Source: an optimization exercise on an open RTL-to-GDS flow (aim: small area and few clock cycles per item). Production flows keep margins and buffers that such runs may drop. Only simulation tests tie the RTL to the original design; equivalence was not proved. Power figures rest on the tool's default switching activity, not on a simulated workload.

## design/flow/flow/run.sh

```bash
#!/bin/bash
# The standard layout (standard.sh), with two changes:
#  - synthesis is the standard flow's own script, but its abc step maps the logic with
#    flow/abc.script (Yosys's default ABC mapping script) instead of ORFS's
#    speed script (see flow/synth.tcl);
#  - the port buffers that global placement inserts (buffer_ports) are
#    sky130_fd_sc_hd__buf_1 cells instead of the delay buffer it picks.
# make's output goes to flow.log; each ORFS step keeps its own log under
# orfs/logs/.
set -euo pipefail
here=$(pwd)
export BUFFER_PORTS_ARGS="-buffer_cell sky130_fd_sc_hd__buf_1"
export STST_ABC_SCRIPT="$here/flow/abc.script"
STST_ORIG_SYNTH=$(grep -o 'SYNTH_SCRIPT=[^ ]*' standard.sh | head -1 | cut -d= -f2-)
export STST_ORIG_SYNTH
sed "s#SYNTH_SCRIPT=[^ ]*#SYNTH_SCRIPT=$here/flow/synth.tcl#" standard.sh > flow_standard.sh
bash flow_standard.sh finish > flow.log 2>&1
```

## design/flow/flow/abc.script

```
strash
&get -n
&fraig -x
&put
dc2
strash
&get -n
&dch -f
&nf
&put
```

## design/flow/flow/synth.tcl

```tcl
# Synthesis for this flow: the synthesis script the standard.sh names
# (STST_ORIG_SYNTH), run unchanged, except that its abc call maps the logic
# with the ABC script STST_ABC_SCRIPT instead of ORFS's speed script.
# Registers are mapped before abc runs, so they are the standard synthesis's.
proc abc {args} {
  set i [lsearch -exact $args -script]
  if {$i >= 0} {
    lset args [expr {$i + 1}] $::env(STST_ABC_SCRIPT)
  }
  yosys abc {*}$args
}
source $::env(STST_ORIG_SYNTH)
```

## design/flow/standard.sh

```bash
#!/bin/bash
# synth_recipe.tcl (not shown) runs the flow's synth.tcl, then flattens the netlist and writes it again
# the make line also repeats each setting of config.mk as NAME=value (left out here)
make -C /OpenROAD-flow-scripts/flow DESIGN_CONFIG=/design/flow/config.mk WORK_HOME=/design/flow/orfs CLKGATE_MAP_FILE= SYNTH_SCRIPT=/design/flow/synth_recipe.tcl "${@:-finish}"
```

## design/flow/config.mk

```make
export PLATFORM = sky130hd
export DESIGN_NAME = sorted_top_n_score_table_unit
export DESIGN_NICKNAME = sorted_top_n_score_table_unit
export VERILOG_FILES = /design/flow/design.v
export SDC_FILE = /design/flow/constraint.sdc
export NUM_CORES = 4
export LEC_CHECK = 0
export CAP_MARGIN = 20
export CORE_MARGIN = 2
export CORE_UTILIZATION = 70
export CTS_CLUSTER_DIAMETER = 80
export CTS_CLUSTER_SIZE = 30
export PLACE_DENSITY = 0.8
export SLEW_MARGIN = 20
```

## design/flow/constraint.sdc

```tcl
create_clock -name core_clock -period 6.0 [get_ports {clk}]
set_input_delay 1.2000 -clock core_clock [delete_from_list [all_inputs] [get_ports {clk}]]
set_output_delay 1.2000 -clock core_clock [all_outputs]
set_load 0.01 [all_outputs]
```

## design/flow/design.v

```verilog
package stst_pkg;
	localparam int TableDepthDef = 16;
	localparam int NameBytesDef  = 8;
	localparam int FuncW   = 2;
	localparam int ScoreW  = 31;
	localparam int NameW   = 64;
	localparam int RankW   = 5;
	localparam int StatusW = 3;
	localparam int CountW  = 5;
	localparam int InW  = 104;
	localparam int OutW = 104;
	localparam logic [FuncW-1:0] FUNC_INSERT = 2'd0;
	localparam logic [FuncW-1:0] FUNC_DELETE = 2'd1;
	localparam logic [FuncW-1:0] FUNC_READ   = 2'd2;
	localparam logic [StatusW-1:0] ST_DONE    = 3'd0;
	localparam logic [StatusW-1:0] ST_LOW     = 3'd1;
	localparam logic [StatusW-1:0] ST_BADRANK = 3'd2;
	localparam logic [StatusW-1:0] ST_EMPTY   = 3'd3;
	localparam logic [StatusW-1:0] ST_CANCEL  = 3'd4;
	typedef struct packed {
		logic [ScoreW-1:0] score;
		logic [NameW-1:0]  name;
	} entry_t;
	typedef struct packed {
		logic ins;
		logic del;
	} cmd_t;
endpackage
module stst_cell #(
	parameter int TABLE_DEPTH = stst_pkg::TableDepthDef
) (
	input  logic                                        clk,
	input  logic                                        arst_n,
	input  logic                                        ins,       
	input  logic                                        full,      
	input  logic                                        del,       
	input  logic                                        tsel,      
	input  logic [$clog2(TABLE_DEPTH)-1:0]              new_rank,
	input  logic [$clog2(TABLE_DEPTH)-1:0]              del_rank,  
	input  logic [stst_pkg::ScoreW+stst_pkg::NameW-1:0] new_ent,
	output logic [stst_pkg::ScoreW+stst_pkg::NameW-1:0] ent,
	output logic [$clog2(TABLE_DEPTH)-1:0]              rk,
	output logic                                        valid,
	output logic                                        ge,        
	output logic                                        hit        
);
	localparam int KW = $clog2(TABLE_DEPTH);
	localparam int SW = stst_pkg::ScoreW;
	localparam int NW = stst_pkg::NameW;
	logic [SW+NW-1:0] ent_q;
	logic [KW-1:0]    rk_q;
	logic             v_q;
	logic             below;
	logic             wr;
	function automatic logic score_ge(input logic [SW-1:0] a, input logic [SW-1:0] b);
		logic [31:0] g;
		logic [31:0] p;
		g = '0;
		p = '1;
		for (int i = 0; i < SW; i++) begin
			g[i] = a[i] & ~b[i];
			p[i] = a[i] | ~b[i];
		end
		for (int w = 1; w < 32; w = w * 2) begin
			for (int i = 0; i < 32; i = i + 2 * w) begin
				g[i] = g[i + w] | (p[i + w] & g[i]);
				p[i] = p[i + w] & p[i];
			end
		end
		score_ge = g[0] | p[0];
	endfunction
	assign ge    = v_q && score_ge(ent_q[SW+NW-1:NW], new_ent[SW+NW-1:NW]);
	assign hit   = v_q && (rk_q == del_rank);
	assign below = rk_q > del_rank;
	assign wr    = ins && tsel && !(full && ge);
	assign ent   = ent_q;
	assign rk    = rk_q;
	assign valid = v_q;
	always_ff @(posedge clk) begin
		if (wr) begin
			ent_q <= new_ent;
		end
	end
	logic [KW-1:0] rk_step;
	logic          carry;
	logic          up;
	logic          dn;
	assign up = ins && !ge;
	assign dn = del && below;
	always_comb begin
		carry = up || dn;
		for (int k = 0; k < KW; k++) begin
			rk_step[k] = rk_q[k] ^ carry;
			carry      = carry & (rk_q[k] ~^ ins);
		end
	end
	always_ff @(posedge clk) begin
		rk_q <= wr ? new_rank : rk_step;
	end
	always_ff @(posedge clk or negedge arst_n) begin
		if (!arst_n) begin
			v_q <= 1'b0;
		end else if (wr) begin
			v_q <= 1'b1;
		end else if (del && hit) begin
			v_q <= 1'b0;
		end
	end
endmodule
module sorted_top_n_score_table_unit #(
	parameter int TABLE_DEPTH = stst_pkg::TableDepthDef,
	parameter int NAME_BYTES  = stst_pkg::NameBytesDef
) (
	input  logic                       clk,
	input  logic                       arst_n,
	input  logic                       s_tvalid,
	output logic                       s_tready,
	input  logic [stst_pkg::InW-1:0]   s_tdata,
	output logic                       m_tvalid,
	input  logic                       m_tready,
	output logic [stst_pkg::OutW-1:0]  m_tdata
);
	localparam int CW = $clog2(TABLE_DEPTH + 1);
	localparam int KW = $clog2(TABLE_DEPTH);
	localparam int SW = stst_pkg::ScoreW;
	localparam int NW = stst_pkg::NameW;
	localparam int EW = SW + NW;
	logic [stst_pkg::FuncW-1:0]   func;
	logic [SW-1:0]                new_score;
	logic [NW-1:0]                new_name;
	logic [stst_pkg::RankW-1:0]   rank;
	logic [NW-1:0]                packed_name;
	logic [EW-1:0]                new_ent;
	logic [CW-1:0]                count_q;
	logic [CW-1:0]                count_nxt;
	logic                         m_tvalid_q;
	logic [stst_pkg::StatusW-1:0] status_q;
	logic [KW-1:0]                rsel_q;
	logic                         rok_q;
	logic [KW-1:0]                hit_idx;
	logic [TABLE_DEPTH-1:0]       rsel_oh;
	logic                         accept;
	logic                         empty;
	logic                         full;
	logic                         rank_ok;
	logic                         all_ge;
	logic                         del_ok;
	logic                         rd_ok;
	logic [stst_pkg::StatusW-1:0] status;
	logic [KW-1:0]                del_rank;
	logic [KW-1:0]                new_rank;
	logic [TABLE_DEPTH*EW-1:0]    ents;
	logic [TABLE_DEPTH*KW-1:0]    rks;
	logic [TABLE_DEPTH-1:0]       vs;
	logic [TABLE_DEPTH-1:0]       ges;
	logic [TABLE_DEPTH-1:0]       hits;
	logic [TABLE_DEPTH-1:0]       free;
	logic [TABLE_DEPTH-1:0]       tsel;
	logic                         seen;
	logic [EW-1:0]                rd_all;
	assign func      = s_tdata[1:0];
	assign new_score = s_tdata[32:2];
	assign new_name  = s_tdata[96:33];
	assign rank      = s_tdata[101:97];
	assign s_tready = !m_tvalid_q || m_tready;
	assign accept   = s_tvalid && s_tready;
	logic [7:0] name_alive;
	always_comb begin
		for (int b = 0; b < 8; b++) begin
			if (b == 0) begin
				name_alive[b] = (b < NAME_BYTES) && (new_name[8*b +: 8] != 8'd0);
			end else begin
				name_alive[b] = name_alive[b-1] && (b < NAME_BYTES) && (new_name[8*b +: 8] != 8'd0);
			end
			packed_name[8*b +: 8] = name_alive[b] ? new_name[8*b +: 8] : 8'd0;
		end
	end
	assign new_ent = {new_score, packed_name};
	assign empty    = count_q == '0;
	assign full     = count_q[CW-1];
	assign rank_ok  = (rank != '0) && ({1'b0, rank} <= {{(stst_pkg::RankW+1-CW){1'b0}}, count_q});
	assign del_rank = KW'(rank - 1'b1);
	assign all_ge   = &ges;
	logic [TABLE_DEPTH-1:0] ge_r7;
	logic [TABLE_DEPTH-1:0] ge_r1;
	logic [TABLE_DEPTH-1:0] ge_r3;
	always_comb begin
		for (int i = 0; i < TABLE_DEPTH; i++) begin
			ge_r1[i] = ges[i] && rks[i*KW];
			ge_r3[i] = ges[i] && (rks[i*KW +: 2] == 2'b11);
			ge_r7[i] = ges[i] && (rks[i*KW +: KW] == KW'(7));
		end
		new_rank[0] = ^ges;
		new_rank[1] = ^ge_r1;
		new_rank[2] = ^ge_r3;
		new_rank[3] = |ge_r7;
	end
	always_comb begin
		for (int i = 0; i < TABLE_DEPTH; i++) begin
			free[i] = !vs[i] || (rks[i*KW +: KW] == KW'(TABLE_DEPTH - 1));
		end
		seen = 1'b0;
		for (int i = 0; i < TABLE_DEPTH; i++) begin
			tsel[i] = free[i] && !seen;
			seen    = seen || free[i];
		end
	end
	always_comb begin
		hit_idx = '0;
		for (int i = 0; i < TABLE_DEPTH; i++) begin
			hit_idx = hit_idx | (hits[i] ? KW'(i) : KW'(0));
		end
	end
	always_comb begin
		status    = stst_pkg::ST_DONE;
		count_nxt = count_q;
		del_ok    = 1'b0;
		rd_ok     = 1'b0;
		unique case (func)
			stst_pkg::FUNC_INSERT: begin
				if (full && all_ge) begin
					status = stst_pkg::ST_LOW;
				end else begin
					if (!full) begin
						count_nxt = count_q + 1'b1;
					end
				end
			end
			stst_pkg::FUNC_DELETE, stst_pkg::FUNC_READ: begin
				if (empty) begin
					status = stst_pkg::ST_EMPTY;
				end else if (rank == '0) begin
					status = stst_pkg::ST_CANCEL;
				end else if (!rank_ok) begin
					status = stst_pkg::ST_BADRANK;
				end else if (func == stst_pkg::FUNC_DELETE) begin
					del_ok    = 1'b1;
					count_nxt = count_q - 1'b1;
				end else begin
					rd_ok = 1'b1;
				end
			end
			default: begin
				status = stst_pkg::ST_BADRANK;
			end
		endcase
	end
	genvar gi;
	generate
		for (gi = 0; gi < TABLE_DEPTH; gi++) begin : g_cell
			stst_cell #(
				.TABLE_DEPTH(TABLE_DEPTH)
			) u_cell (
				.clk     (clk),
				.arst_n  (arst_n),
				.ins     (accept && func == stst_pkg::FUNC_INSERT),
				.full    (full),
				.del     (accept && del_ok),
				.tsel    (tsel[gi]),
				.new_rank(new_rank),
				.del_rank(del_rank),
				.new_ent (new_ent),
				.ent     (ents[gi*EW +: EW]),
				.rk      (rks[gi*KW +: KW]),
				.valid   (vs[gi]),
				.ge      (ges[gi]),
				.hit     (hits[gi])
			);
		end
	endgenerate
	always_ff @(posedge clk or negedge arst_n) begin
		if (!arst_n) begin
			count_q    <= '0;
			m_tvalid_q <= 1'b0;
		end else begin
			if (accept) begin
				count_q    <= count_nxt;
				m_tvalid_q <= 1'b1;
			end else if (m_tready) begin
				m_tvalid_q <= 1'b0;
			end
		end
	end
	always_ff @(posedge clk) begin
		if (accept) begin
			status_q <= status;
			rsel_q   <= hit_idx;
			rok_q    <= rd_ok;
		end
	end
	always_comb begin
		rd_all = '0;
		for (int i = 0; i < TABLE_DEPTH; i++) begin
			rsel_oh[i] = rok_q && (rsel_q == KW'(i));
			rd_all = rd_all | (rsel_oh[i] ? ents[i*EW +: EW] : '0);
		end
	end
	assign m_tvalid = m_tvalid_q;
	assign m_tdata  = {1'b0, rd_all[NW-1:0], rd_all[EW-1:NW], stst_pkg::CountW'(count_q), status_q};
endmodule
```

==> flow_summary.json, run 1 <==
{
  "report.final.setup_viol": 0,
  "detail_route.iter0.violations": 10900,
  "irDropWorstVdd_mv": 0.332,
  "cp.required_ns": 4.80,
  "rsz0062_at_grt": "no",
  "crit_type": "flop to output pin",
  "routed_via_density": 7.76,
  "synth_edf_count": 1528,
  "fmaxAchievable_ghz": 0.183,
  "postLayoutCoreUtil_pct": 78.3,
  "total_power_uw": 22500,
  "vias_in_the_first_global_route": 46200,
  "crit_chain": "nand2b_1 > nor2_4 > buf_4 > a222oi_1 > and3_1 > nand4_1 > buf_1",
  "clk_root_buffer_cell": "sky130_fd_sc_hd__clkbuf_16",
  "p_leak_uw": 0.0237,
  "layout-area-overhead-vs-synth_pct": 11.0,
  "max_cap_viol_count": 0,
  "clkSinkCount": 1614,
  "drt_first_pass_iters": 13,
  "cts-hold-fix-buffers": 0,
  "final.period_utilization_pct": 90.9,
  "ioPinCount": 214,
  "p_seq_share_pct": 58.9,
  "worstPathMaxFanout": 25,
  "synth_cell_type_count": 69,
  "relative_max_transition_margin_pct": 17.2,
  "synth_area_per_cell_um2": 15.2,
  "cts_inserted_buffers": 67,
  "switching_share_pct": 27.7,
  "final_critical_path_setup_slack_ns": 0.549,
  "layout.nets": 5113,
  "floorplan.die.height_um": 313,
  "drive_above_1_share_pct": 8.08,
  "syn-num-nets": 4597,
  "dieWidth_um": 313,
  "weighted_congestion_at_the_end_of_routability_driven_global_placement": 0.993,
  "yosys_register_bits": 1614,
  "finalWirelength_um": 209000,
  "fp-row-count": 113,
  "cts-resized-gates": 0,
  "final_hold_violation_count": 0,
  "finish.cell_count_without_fillers": 6208,
  "total_switching_power_uw": 6220,
  "cts_tree": "built",
  "setup.worst_path.start_class": "flop",
  "design.die.area_mm2": 0.0981,
  "clk_pin_slew_worst_paths_ns": 0.12,
  "tightest_slew_ns": 1.24,
  "power_density_mw_per_mm2": 302,
  "portBuffers": 210,
  "syn_inst": 4405,
  "worst_path_max_delay_cell": "sky130_fd_sc_hd__nor2_4",
  "cp-end-kind": "output pin",
  "dr_total_vias": 48200,
  "final.fill_count": 5523,
  "final-max-slew-violation-count": 0,
  "dp_cells": 6117,
  "core_mm2": 0.0949,
  "grt_max_degree": 96,
  "track_usage_pct": 42.2,
  "slowest_delay_ns": 1.03,
  "async_reset_ff_share_pct": 1.36,
  "post-cts-setup-buffers": 0,
  "clock_skew_ns": 0.0417,
  "post_drt_wl_per_cell_um": 33.6,
  "grt_antenna_before_repair": 8,
  "hold_class": "input port to asynchronous set/reset pin",
  "post-route-min-period_ns": 5.45,
  "clk_path_buf_depth": 3,
  "run_status": "no timing/DRC/antenna violations",
  "yosys_most_used_dff": "sky130_fd_sc_hd__edfxtp_1",
  "drt_drc_violations_left": 0,
  "number_of_warning_messages_in_the_yosys_log": 2,
  "grt_pass1_wl_um": 302000,
  "synth.yosys.seq_area_share_pct": 71.3,
  "intPower_uw": 16200,
  "floorplan.initialDensity_pct": 70.6,
  "place_ws_ns": 0.277,
  "power.clock.fraction_pct": 24.9,
  "comb_power_share_pct": 16.2,
  "cts.htree.levels": 3,
  "total_congestion_overflow": 0,
  "wp_data_arrival_ns": 4.25,
  "postRouteAntennaNets": 0,
  "post_synthesis_cell_area_mm2": 0.0669,
  "clock_latency_late_sink_ns": 0.72,
  "dpl.hpwl_um": 127000
}
critical path, delay by kind of cell, from the launching register on:
family / cells / cell delay, ns
AO/OA/AOI/OAI: 1 / 0.16
buffers and inverters: 2 / 0.86
flip-flops: 1 / 0.67
AND/OR/NAND/NOR: 4 / 1.81
per-stage QoR:
step	area (µm²)	hold slack [ns]	setup TNS, ns
finish	74300	0.504	0
global placement	72300	0.532	0
floorplan	67200	0.487	-303.67
CTS	74300	0.498	0
global route	74300	0.511	0
detailed placement	72300	0.542	0
worst paths after layout:
path	start	end	slack [ns]	cells past startpoint
min in group core_clock	m_tvalid_q$_DFFE_PN0P_	m_tvalid_q$_DFFE_PN0P_	0.56	2
hold / removal	arst_n	g_cell[5].u_cell.v_q$_DFFE_PN0P_	0.50	2
setup / recovery	rsel_q[2]$_DFFE_PP_	m_tdata[31]	0.55	7
hold reg to reg	m_tvalid_q$_DFFE_PN0P_	m_tvalid_q$_DFFE_PN0P_	0.56	2
setup reg to reg	g_cell[15].u_cell.ent_q[65]$_DFFE_PP_	count_q[2]$_DFFE_PN0P_	1.23	20
max in group asynchronous	arst_n	m_tvalid_q$_DFFE_PN0P_	5.17	2
synthesized netlist by cell type, types with 7 or more instances:
master	number	area [µm²]
sky130_fd_sc_hd__a21o_1	8	60.1
sky130_fd_sc_hd__a31oi_1	35	219
sky130_fd_sc_hd__o21a_1	16	120
sky130_fd_sc_hd__a21oi_1	117	586
sky130_fd_sc_hd__clkinv_1	152	571
sky130_fd_sc_hd__o2111ai_1	15	131
sky130_fd_sc_hd__o21ai_0	121	606
sky130_fd_sc_hd__dfrtp_1	22	551
sky130_fd_sc_hd__xnor3_1	7	158
sky130_fd_sc_hd__a21boi_0	33	248
sky130_fd_sc_hd__a222oi_1	359	3590
sky130_fd_sc_hd__or3_1	16	100
sky130_fd_sc_hd__and3_1	35	219
sky130_fd_sc_hd__a221o_1	8	80.1
sky130_fd_sc_hd__xor2_1	40	350
sky130_fd_sc_hd__nand2_1	330	1240
sky130_fd_sc_hd__o221ai_1	40	350
sky130_fd_sc_hd__o311a_1	11	110
sky130_fd_sc_hd__nand3_1	126	631
sky130_fd_sc_hd__nand4_1	59	369
sky130_fd_sc_hd__o21bai_1	24	180
sky130_fd_sc_hd__xnor2_1	73	639
sky130_fd_sc_hd__o22ai_1	124	776
sky130_fd_sc_hd__nor4_1	26	163
sky130_fd_sc_hd__nor3_1	32	160
sky130_fd_sc_hd__and2_0	64	400
sky130_fd_sc_hd__nor2_1	128	480
sky130_fd_sc_hd__and4_1	38	333
sky130_fd_sc_hd__a221oi_1	51	447
sky130_fd_sc_hd__a211o_1	24	210
sky130_fd_sc_hd__edfxtp_1	1528	45900
sky130_fd_sc_hd__ha_1	84	1050
sky130_fd_sc_hd__o221a_1	14	158
sky130_fd_sc_hd__o2bb2ai_1	10	87.6
sky130_fd_sc_hd__nor2b_1	32	200
sky130_fd_sc_hd__dfxtp_1	64	1280
sky130_fd_sc_hd__a22oi_1	213	1600
sky130_fd_sc_hd__a22o_1	103	902
sky130_fd_sc_hd__mux2i_1	31	310
sky130_fd_sc_hd__o211ai_1	12	90.1
sky130_fd_sc_hd__or2_0	9	56.3
sky130_fd_sc_hd__o311ai_0	8	70.1
sky130_fd_sc_hd__nand2b_1	82	513
sky130_fd_sc_hd__buf_1	8	30.0
power groups by stage:
| stage | Clock, µW | Sequential (µW) | Combinational, µW |
|---|---|---|---|
| 2_1_floorplan | 0 | 13300 | 2140 |
| 3_3_place_gp | 0 | 13400 | 3410 |
| 3_5_place_dp | 0 | 13500 | 3520 |
| 4_1_cts | 5560 | 13200 | 3550 |
| 5_1_grt | 5900 | 13300 | 3910 |
| 6_report | 5590 | 13200 | 3640 |
cells in the final DEF (no fill, tap or decap), types with 65 or more instances in the layout:
cell type                      n
sky130_fd_sc_hd__a21oi_1     116
sky130_fd_sc_hd__a222oi_1    359
sky130_fd_sc_hd__a22o_1      103
sky130_fd_sc_hd__a22oi_1     213
sky130_fd_sc_hd__buf_1       210
sky130_fd_sc_hd__buf_12       65
sky130_fd_sc_hd__buf_4       182
sky130_fd_sc_hd__clkbuf_16    68
sky130_fd_sc_hd__clkinv_1    121
sky130_fd_sc_hd__edfxtp_1   1528
sky130_fd_sc_hd__ha_1         83
sky130_fd_sc_hd__nand2_1     330
sky130_fd_sc_hd__nand2b_1     81
sky130_fd_sc_hd__nand3_1     126
sky130_fd_sc_hd__nor2_1      119
sky130_fd_sc_hd__o21ai_0     118
sky130_fd_sc_hd__o22ai_1     124
sky130_fd_sc_hd__xnor2_1      71
cells by family (layout without fill, tap and decap cells):
logic type / count (synthesis) / count (layout) / synth area share (%)
buffers and inverters: 162 / 697 / 0.920
AND/OR/NAND/NOR: 998 / 998 / 7.52
AO/OA/AOI/OAI: 1392 / 1392 / 16.5
other: 1 / 4 / 0.00560
multiplexers: 31 / 31 / 0.464
adder cells (fa/ha/maj): 86 / 86 / 1.60
flip-flops: 1614 / 1614 / 71.3
XOR/XNOR: 121 / 121 / 1.75
per-layer routing:
metal | share of wire [%] | up-vias | wire (µm) | global-route usage (%)
li1 | - | 19700 | - | -
met1 | 34 | 23200 | 70600 | 59.2
met2 | 45 | 4545 | 93900 | 63.1
met3 | 16 | 723 | 33600 | 10.7
met4 | 5.0 | 10 | 10500 | 19.6
met5 | 0.033 | - | 69 | 0
sequential cells by signal, summed over array words and instances (netlist names):
name                 flops
g_cell.u_cell.ent_q   1520
status_q                 3
count_q                  5
g_cell.u_cell.rk_q      64
rsel_q                   4
g_cell.u_cell.v_q       16
rok_q                    1
m_tvalid_q               1
cell type report:
cell class | count | area, µm² | share of cell area [%]
antenna | 3 | 7.51 | 0.0101
tap | 1265 | 1580 | 2.13
inverter | 152 | 659 | 0.887
timing repair buffer | 457 | 3460 | 4.65
sequential | 1614 | 47700 | 64.2
multi-input combinational | 2629 | 18900 | 25.5
clock inverter | 18 | 265 | 0.357
clock buffer | 70 | 1710 | 2.30
Testbench counts, summed over its fixed seeds: cycles 4,808, items 4,800.
==> inputs of run 2 (changes only) <==
--- a/design/flow/config.mk
+++ b/design/flow/config.mk
@@ -8,7 +8,7 @@
 export CAP_MARGIN = 20
 export CORE_MARGIN = 2
-export CORE_UTILIZATION = 70
+export CORE_UTILIZATION = 65
 export CTS_CLUSTER_DIAMETER = 80
 export CTS_CLUSTER_SIZE = 30
-export PLACE_DENSITY = 0.8
+export PLACE_DENSITY = 0.72
 export SLEW_MARGIN = 20
==> flow_summary.json, run 2 <==
{
  "run_status": "no timing/DRC/antenna violations",
  "weighted_congestion_at_the_end_of_routability_driven_global_placement": 0.970,
  "post_synthesis_cell_area_mm2": 0.0669,
  "synth_top_family_by_area": "compound AO/OA/AOI/OAI gates",
  "multi_input_area_mm2": 0.0189,
  "clk_root_buffer_cell": "sky130_fd_sc_hd__clkbuf_16",
  "comb_power_share_pct": 16.0,
  "yosysMostFrequentCell": "sky130_fd_sc_hd__edfxtp_1",
  "p_leak_uw": 0.0237,
  "largest-register": "g_cell.u_cell.ent_q",
  "clock_latency_late_sink_ns": 0.70,
  "synthMuxAreaShare_pct": 0.464,
  "mostFrequentLayoutCell": "sky130_fd_sc_hd__edfxtp_1",
  "synth_commonest_cells": "sky130_fd_sc_hd__edfxtp_1, sky130_fd_sc_hd__a222oi_1, sky130_fd_sc_hd__nand2_1",
  "power_density_mw_per_mm2": 303,
  "final.fill_count": 6626,
  "fmaxAchievable_ghz": 0.186,
  "largest_registers": "g_cell.u_cell.ent_q: 1520 flops, g_cell.u_cell.rk_q: 64 flops, g_cell.u_cell.v_q: 16 flops",
  "r2r_start": "g_cell[5].u_cell.ent_q[65]$_DFFE_PP_",
  "post-cts-setup-buffers": 0,
  "irDropWorstVdd_mv": 0.328,
  "post_dp_cell_area_mm2": 0.0724,
  "number_of_warning_messages_in_the_yosys_log": 2,
  "fp-row-count": 117,
  "report.final.setup_viol": 0,
  "slowest_delay_ns": 0.73,
  "synth_cell_type_count": 69,
  "synth.largest_area_cell": "sky130_fd_sc_hd__edfxtp_1",
  "crit_type": "input port to flop",
  "core_mm2": 0.102,
  "critical_path_depth": 19,
  "synth_compound_gate_area_share_pct": 16.5,
  "final-max-slew-violation-count": 0,
  "dieWidth_um": 325,
  "wp_data_arrival_ns": 5.97,
  "yosys_most_used_dff": "sky130_fd_sc_hd__edfxtp_1",
  "grt_pass1_wl_um": 299000,
  "p_seq_share_pct": 58.7,
  "dpl.hpwl_um": 126000,
  "intPower_uw": 16300,
  "critical_path_buf_inv_count": 4,
  "switching_share_pct": 27.6,
  "yosys_register_bits": 1614,
  "power.clock.fraction_pct": 25.3,
  "hold_class": "input port to asynchronous set/reset pin",
  "final.period_utilization_pct": 89.5,
  "drive_above_1_share_pct": 7.86,
  "synthXorXnorAreaFrac_pct": 1.75,
  "design.die.area_mm2": 0.106,
  "cp-endpoint": "g_cell[14].u_cell.rk_q[1]$_DFF_P_",
  "synth_edf_count": 1528,
  "drt_drc_violations_left": 0,
  "grt_max_degree": 96,
  "reg2reg_to": "g_cell[2].u_cell.rk_q[2]$_DFF_P_",
  "most-common-layout-cells": "sky130_fd_sc_hd__edfxtp_1, sky130_fd_sc_hd__a222oi_1, sky130_fd_sc_hd__nand2_1",
  "clk_pin_slew_worst_paths_ns": 0.12,
  "portBuffers": 210,
  "critical_path_s_most_frequent_cell": "sky130_fd_sc_hd__buf_4",
  "postRouteAntennaNets": 0,
  "dr_total_vias": 47300,
  "synth-adder-area-share_pct": 1.60,
  "crit_family": "compound AO/OA/AOI/OAI gates",
  "finalWirelength_um": 207000,
  "vias_in_the_first_global_route": 44500,
  "track_usage_pct": 38.6,
  "hold_ws_ns": 0.531,
  "largest_register_ff_count": 1520,
  "r2r.worst_path.cells": 16,
  "tightest_slew_ns": 1.09,
  "clk_path_buf_depth": 3,
  "max_cap_viol_count": 0,
  "async_reset_ff_share_pct": 1.36,
  "worstPathMaxFanout": 22,
  "total_congestion_overflow": 0,
  "relative_max_transition_margin_pct": 27.0,
  "syn_inst": 4405,
  "post_drt_wl_per_cell_um": 32.9,
  "cts-hold-fix-buffers": 0,
  "layout.nets": 5099,
  "ff2ff_setup_slack_ns": 1.16,
  "grt_antenna_before_repair": 12,
  "crit_chain": "buf_1 > buf_4 > buf_4 > nor2b_1 > o221ai_1 > a22oi_1 > o21ai_0 > a222oi_1 > o21ai_1 > o211ai_1 > a221o_1 > a221oi_1 > o21a_1 > nand2_1 > xnor2_1 > xnor2_1 > xnor3_1 > buf_4 > o21ai_0",
  "post-synth-top-area-fraction_pct": 68.5,
  "sequential_cell_area_mm2": 0.0477,
  "synth.area.top_cells": "sky130_fd_sc_hd__edfxtp_1, sky130_fd_sc_hd__a222oi_1, sky130_fd_sc_hd__a22oi_1",
  "floorplan.die.height_um": 325,
  "detail_route.iter0.violations": 9332,
  "final_hold_violation_count": 0,
  "timing.critical_path.from": "s_tdata[3]",
  "cp.required_ns": 6.60,
  "clkSinkCount": 1614,
  "design_area_mm2": 0.0744,
  "yosys.area_share.simple_pct": 7.52,
  "routed_via_density": 7.52,
  "total_switching_power_uw": 6220,
  "cts.htree.levels": 3,
  "synth_area_per_cell_um2": 15.2,
  "cts-resized-gates": 0,
  "synth.yosys.seq_area_share_pct": 71.3,
  "floorplan.initialDensity_pct": 65.6,
  "post-route-min-period_ns": 5.37,
  "layout-area-overhead-vs-synth_pct": 11.2,
  "cts_tree": "built",
  "ioPinCount": 214,
  "setup.worst_path.start_class": "input port",
  "syn-num-nets": 4597,
  "clock_skew_ns": 0.0409,
  "drt_first_pass_iters": 10,
  "cts_inserted_buffers": 69,
  "rsz0062_at_grt": "no",
  "cp-end-kind": "flop",
  "worst_path_max_delay_cell": "sky130_fd_sc_hd__a221oi_1"
}
[run 2: cell count changes in the layout (fill, tap and decap cells not counted), sizes merged]
| cell | change |
|---|---|
| clkinv | +3 |
| buf | -16 |
| bufinv | +1 |
| diode | +2 |
| clkinvlp | -1 |
| inv | -1 |
[run 2: layout make-up]
cell class,instances,share of cell area [%]
diodes,5,0.0168
clock buffers,70,2.32
clock inverters,20,0.395
inverters,152,0.886
multi-input cells,2629,25.4
flip-flops and latches,1614,64.1
well taps,1368,2.30
repair buffers,441,4.54
[run 2: worst min-delay path by stage]
stage	startpoint	to	slack, ns	cells past startpoint
2_1_floorplan	g_cell[0].u_cell.v_q$_DFFE_PN0P_	g_cell[0].u_cell.v_q$_DFFE_PN0P_	0.49	2
3_3_place_gp	m_tvalid_q$_DFFE_PN0P_	m_tvalid_q$_DFFE_PN0P_	0.53	2
6_report	arst_n	g_cell[7].u_cell.v_q$_DFFE_PN0P_	0.53	2
5_1_grt	arst_n	g_cell[4].u_cell.v_q$_DFFE_PN0P_	0.53	2
4_1_cts	arst_n	g_cell[7].u_cell.v_q$_DFFE_PN0P_	0.51	2
3_5_place_dp	m_tvalid_q$_DFFE_PN0P_	m_tvalid_q$_DFFE_PN0P_	0.54	2
[run 2: kinds of logic (layout without fill, tap and decap cells)]
kind of cell,Yosys count,after routing
AOI/OAI and AO/OA,1392,1392
and+or+nand+nor,998,998
buffers and inverters,162,683
xor gates and xnor gates,121,121
adders and majority gates,86,86
DFF,1614,1614
muxes,31,31
other,1,6
[run 2: power groups by stage]
stage	Sequential [µW]	Clock, µW	Combinational (µW)
after floorplan	13300	0	2140
after global placement	13400	0	3430
after detailed placement	13500	0	3520
after CTS	13200	5710	3540
after global routing	13300	6050	3890
final	13200	5710	3600
[run 2: routing by layer]
layer / vias to the layer above / routed length (µm) / track usage, %
li1: 19700 / - / -
met1: 23200 / 75300 / 55.2
met2: 3784 / 92800 / 58.2
met3: 602 / 29400 / 8.39
met4: 14 / 9830 / 16.0
met5: - / 98 / 0
[run 2: through the flow]
stage / total power [µW] / setup WS [ns] / std cells / setup TNS [ns] / utilization, %
after floorplan: 15500 / -1.13 / 4405 / -303.67 / -
after global placement: 16900 / 0.0304 / 6203 / 0 / 70.9
after detailed placement: 17000 / 0.0130 / 6204 / 0 / 71.0
after CTS: 22400 / 0.692 / 6294 / 0 / 72.9
after global routing: 23200 / 0.255 / 6297 / 0 / 73.0
final: 22500 / 0.630 / 6299 / 0 / 73.0

-- re-timing with driven ports --
The flow's constraints put no driver on any port. The routed layouts listed below were extracted and timed again, unchanged, in two steps.
Step 1 assumes that a clkbuf_16 drives the clock port and a buf_2 every other input.
Step 2, shift: input delay + t, output delay - t, t = (earliest + latest rising clock arrival at the registers) / 2. This alone moves slack from input paths to output paths.
Slacks: ideal / step 1 / step 2; pairs: ideal / step 1.
run | t (ns) | setup slack, ns | worst setup path at the end | worst data-port slew with drivers (ns) | pins driven straight from the clock port
run 1 | 0.770 | 0.549 / 0.473 / 0.077 | input to register | 0.12 | 1
run 2 | 0.756 | 0.630 / 0.682 / -0.074 | input to register | 0.15 | 1
Met with ideal ports but missed after step 2: setup timing in run 2. For run 2, which loses most, drivers alone change the setup slack by +0.052 ns; drivers and shift together by -0.704 ns.
